Context: an optimization exercise on an open-source flow, tuned for small area and a short achievable clock period. The choices shown serve that exercise and are no tape-out recipe. The RTL was checked by simulation tests, not by an equivalence proof against the original design. Power is estimated from default activity; no workload was simulated.

==> module spi_ram, before the edit <==
module spi_ram
(
  input  logic       clk,
  input  logic       rst_n,
  input  logic [9:0] frame_i,
  input  logic       rx_valid_i,
  output logic [7:0] rd_byte_o
);
  localparam int L  = 12;
  localparam int NT = 22;
  logic [7:0] ring_q [NT-1][L];
  logic [7:0] ring4_q [4];
  logic [3:0] phase_q;         
  logic [8:0] wr_loc_q;        
  logic       wr_loc_set_q;    
  logic [7:0] wr_data_q;
  logic       wr_pend_q;
  logic       wr_hit_q;        
  logic [3:0] rd_idx_q;        
  logic [5:0] rd_hi_q;         
  logic [3:0] rd_lo_q;         
  logic [7:0] rd_byte_q;
  logic cmd_wa, cmd_wd, cmd_ra;
  logic [8:0] w_loc;
  logic [3:0] w_phase_nx;
  logic [8:0] w_wr_loc_nx;
  logic       w_wr_pend_nx;
  logic       w_cap;
  logic [3:0] w_idx_p1;
  logic [7:0] w_head;
  logic [NT-1:0] w_wr_ring;
  logic [5:0] w_new_hi;
  logic [3:0] w_new_lo;
  function automatic logic [8:0] loc_of(input logic [7:0] a);
    logic [5:0] hi;
    hi = a[7:2] - 6'd42;
    if (a[7:2] < 6'd42) loc_of = {a[7:3], 1'b0, a[2:0]};
    else                loc_of = {hi[4:0], 2'b10, a[1:0]};
  endfunction
  function automatic logic at_head(input logic [4:0] rng, input logic [3:0] idx, input logic [3:0] ph);
    at_head = (idx[1:0] == ph[1:0]) && (rng == 5'd21 || idx[3:2] == ph[3:2]);
  endfunction
  assign cmd_wa = rx_valid_i && (frame_i[9:8] == spi_wrapper_pkg::c_CMD_WR_ADDR);
  assign cmd_wd = rx_valid_i && (frame_i[9:8] == spi_wrapper_pkg::c_CMD_WR_DATA);
  assign cmd_ra = rx_valid_i && (frame_i[9:8] == spi_wrapper_pkg::c_CMD_RD_ADDR);
  assign w_loc  = loc_of(frame_i[7:0]);
  assign w_phase_nx = (phase_q == 4'd11) ? 4'd0 : phase_q + 4'd1;
  always_ff @(posedge clk) phase_q <= w_phase_nx;
  always_comb begin
    w_wr_loc_nx = wr_loc_q;
    if (cmd_wa) w_wr_loc_nx = w_loc;
    else if (cmd_wd && !wr_loc_set_q) w_wr_loc_nx = '0;
  end
  assign w_wr_pend_nx = cmd_wd || (wr_pend_q && !wr_hit_q);
  always_ff @(posedge clk) begin
    wr_loc_q  <= w_wr_loc_nx;
    wr_pend_q <= w_wr_pend_nx;
    wr_hit_q  <= w_wr_pend_nx && at_head(w_wr_loc_nx[8:4], w_wr_loc_nx[3:0], w_phase_nx);
    if (rx_valid_i) wr_data_q <= frame_i[7:0];
  end
  for (genvar t = 0; t < NT; t++) begin : g_dec
    assign w_wr_ring[t] = (wr_loc_q[8:4] == 5'(t));
  end
  for (genvar t = 0; t < NT - 1; t++) begin : g_ring
    always_ff @(posedge clk) begin
      for (int i = 0; i < L - 1; i++) ring_q[t][i] <= ring_q[t][i+1];
      ring_q[t][L-1] <= (wr_hit_q && w_wr_ring[t]) ? wr_data_q : ring_q[t][0];
    end
  end
  always_ff @(posedge clk) begin
    for (int i = 0; i < 3; i++) ring4_q[i] <= ring4_q[i+1];
    ring4_q[3] <= (wr_hit_q && w_wr_ring[NT-1]) ? wr_data_q : ring4_q[0];
  end
  for (genvar h = 0; h < 6; h++) begin : g_hi
    assign w_new_hi[h] = (w_loc[8:6] == 3'(h));
  end
  for (genvar l = 0; l < 4; l++) begin : g_lo
    assign w_new_lo[l] = (w_loc[5:4] == 2'(l));
  end
  assign w_idx_p1 = (w_loc[3:0] == 4'd11) ? 4'd0 : w_loc[3:0] + 4'd1;
  always_ff @(posedge clk or negedge rst_n) begin
    if (!rst_n) begin
      wr_loc_set_q <= 1'b0;
      rd_idx_q     <= 4'd1;
      rd_hi_q      <= 6'b000001;
      rd_lo_q      <= 4'b0001;
    end else begin
      if (cmd_wa || cmd_wd) wr_loc_set_q <= 1'b1;
      if (cmd_ra) begin
        rd_idx_q <= w_idx_p1;
        rd_hi_q  <= w_new_hi;
        rd_lo_q  <= w_new_lo;
      end
    end
  end
  always_comb begin
    logic [7:0] grp;
    w_head = '0;
    for (int h = 0; h < 6; h++) begin
      grp = '0;
      for (int l = 0; l < 4; l++) begin
        if (4 * h + l < NT - 1)       grp |= rd_lo_q[l] ? ring_q[4*h+l][L-1] : 8'd0;
        else if (4 * h + l == NT - 1) grp |= rd_lo_q[l] ? ring4_q[3] : 8'd0;
      end
      w_head |= rd_hi_q[h] ? grp : 8'd0;
    end
  end
  assign w_cap = (rd_idx_q[1:0] == phase_q[1:0]) &&
                 ((rd_hi_q[5] && rd_lo_q[1]) || rd_idx_q[3:2] == phase_q[3:2]);
  always_ff @(posedge clk) begin
    if (w_cap) rd_byte_q <= w_head;
  end
  assign rd_byte_o = rd_byte_q;
endmodule
==> flow/config.mk <==
export PLATFORM = sky130hd
export DESIGN_NAME = spi_wrapper
export DESIGN_NICKNAME = spi_wrapper
export VERILOG_FILES = /design/flow/design.v
export SDC_FILE = /design/flow/constraint.sdc
export NUM_CORES = 4
export LEC_CHECK = 0
export CAP_MARGIN = 20
export CORE_MARGIN = 2
export CORE_UTILIZATION = 72
export CTS_CLUSTER_DIAMETER = 60
export CTS_CLUSTER_SIZE = 30
export SETUP_SLACK_MARGIN = 3.3
export SLEW_MARGIN = 20
==> flow/constraint.sdc <==
create_clock -name core_clock -period 5.5 [get_ports {clk}]
set_input_delay 1.1000 -clock core_clock [delete_from_list [all_inputs] [get_ports {clk}]]
set_output_delay 1.1000 -clock core_clock [all_outputs]
set_load 0.01 [all_outputs]
run.sh (not shown) runs the stock make flow with config.mk's settings and CLKGATE_MAP_FILE= SYNTH_SCRIPT=/design/flow/synth_recipe.tcl, a recipe that flattens the netlist after the stock synthesis.
Rerun with:
--- a/flow/design.v
+++ b/flow/design.v
@@ -101,9 +101,9 @@
   logic [3:0] w_phase_nx;
   logic [8:0] w_wr_loc_nx;
   logic       w_wr_pend_nx;
   logic       w_cap;
-  logic [3:0] w_idx_p1;
+  logic       w_same;
   logic [7:0] w_head;
   logic [NT-1:0] w_wr_ring;
   logic [5:0] w_new_hi;
   logic [3:0] w_new_lo;
@@ -152,19 +152,18 @@
   end
   for (genvar l = 0; l < 4; l++) begin : g_lo
     assign w_new_lo[l] = (w_loc[5:4] == 2'(l));
   end
-  assign w_idx_p1 = (w_loc[3:0] == 4'd11) ? 4'd0 : w_loc[3:0] + 4'd1;
   always_ff @(posedge clk or negedge rst_n) begin
     if (!rst_n) begin
       wr_loc_set_q <= 1'b0;
-      rd_idx_q     <= 4'd1;
+      rd_idx_q     <= '0;
       rd_hi_q      <= 6'b000001;
       rd_lo_q      <= 4'b0001;
     end else begin
       if (cmd_wa || cmd_wd) wr_loc_set_q <= 1'b1;
       if (cmd_ra) begin
-        rd_idx_q <= w_idx_p1;
+        rd_idx_q <= w_loc[3:0];
         rd_hi_q  <= w_new_hi;
         rd_lo_q  <= w_new_lo;
       end
     end
@@ -174,18 +173,19 @@
     w_head = '0;
     for (int h = 0; h < 6; h++) begin
       grp = '0;
       for (int l = 0; l < 4; l++) begin
-        if (4 * h + l < NT - 1)       grp |= rd_lo_q[l] ? ring_q[4*h+l][L-1] : 8'd0;
-        else if (4 * h + l == NT - 1) grp |= rd_lo_q[l] ? ring4_q[3] : 8'd0;
+        if (4 * h + l < NT - 1)       grp |= rd_lo_q[l] ? ring_q[4*h+l][0] : 8'd0;
+        else if (4 * h + l == NT - 1) grp |= rd_lo_q[l] ? ring4_q[0] : 8'd0;
       end
       w_head |= rd_hi_q[h] ? grp : 8'd0;
     end
   end
-  assign w_cap = (rd_idx_q[1:0] == phase_q[1:0]) &&
-                 ((rd_hi_q[5] && rd_lo_q[1]) || rd_idx_q[3:2] == phase_q[3:2]);
-  always_ff @(posedge clk) begin
-    if (w_cap) rd_byte_q <= w_head;
+  assign w_cap  = (rd_idx_q[1:0] == phase_q[1:0]) &&
+                  ((rd_hi_q[5] && rd_lo_q[1]) || rd_idx_q[3:2] == phase_q[3:2]);
+  assign w_same = wr_hit_q && rd_hi_q[wr_loc_q[8:6]] && rd_lo_q[wr_loc_q[5:4]];
+  always_ff @(posedge clk) begin
+    if (w_cap) rd_byte_q <= w_same ? wr_data_q : w_head;
   end
   assign rd_byte_o = rd_byte_q;
 endmodule
 `default_nettype wire
Outcome: The new run finished clean. Sequential power hardly moves. Worst setup slack improved by 27 ps. Register-to-register slack is about the same. Synthesized cell count is about the same. Hold slack improved by 12 ps. Critical path depth does not change. Routed wire length goes down by 3.1%. Sequential share of layout area falls by 0.29 points. Cell area climbs by 0.35%. Count of clock-buffer cells in the layout rises by 5.

## afterwards: timing with drivers on the ports
The results above use ideal ports. As a check the final layouts listed here were re-extracted and re-timed, cells and wires unchanged. Step 1 assumes that a clkbuf_16 drives the clock port and a buf_2 every other input. Step 2 times the ports against the registers' clock, not the clock port: input delays grow and output delays shrink by t, the midpoint of the rising clock arrivals with the driver on. a / b / c = ideal / step 1 / step 2; a / b = the first two.
run | shift t [ns] | setup slack, ns | hold WS [ns]
the first run | 0.720 | 3.166 / 3.099 / 2.942 | 0.310 / 0.310 / 0.310
the second run | 0.724 | 3.193 / 3.128 / 2.905 | 0.322 / 0.322 / 0.322
After both steps setup and hold are still met in every run listed. The setup slack of the second run, which loses most, moves by -0.065 ns with the drivers and by -0.288 ns with both steps.
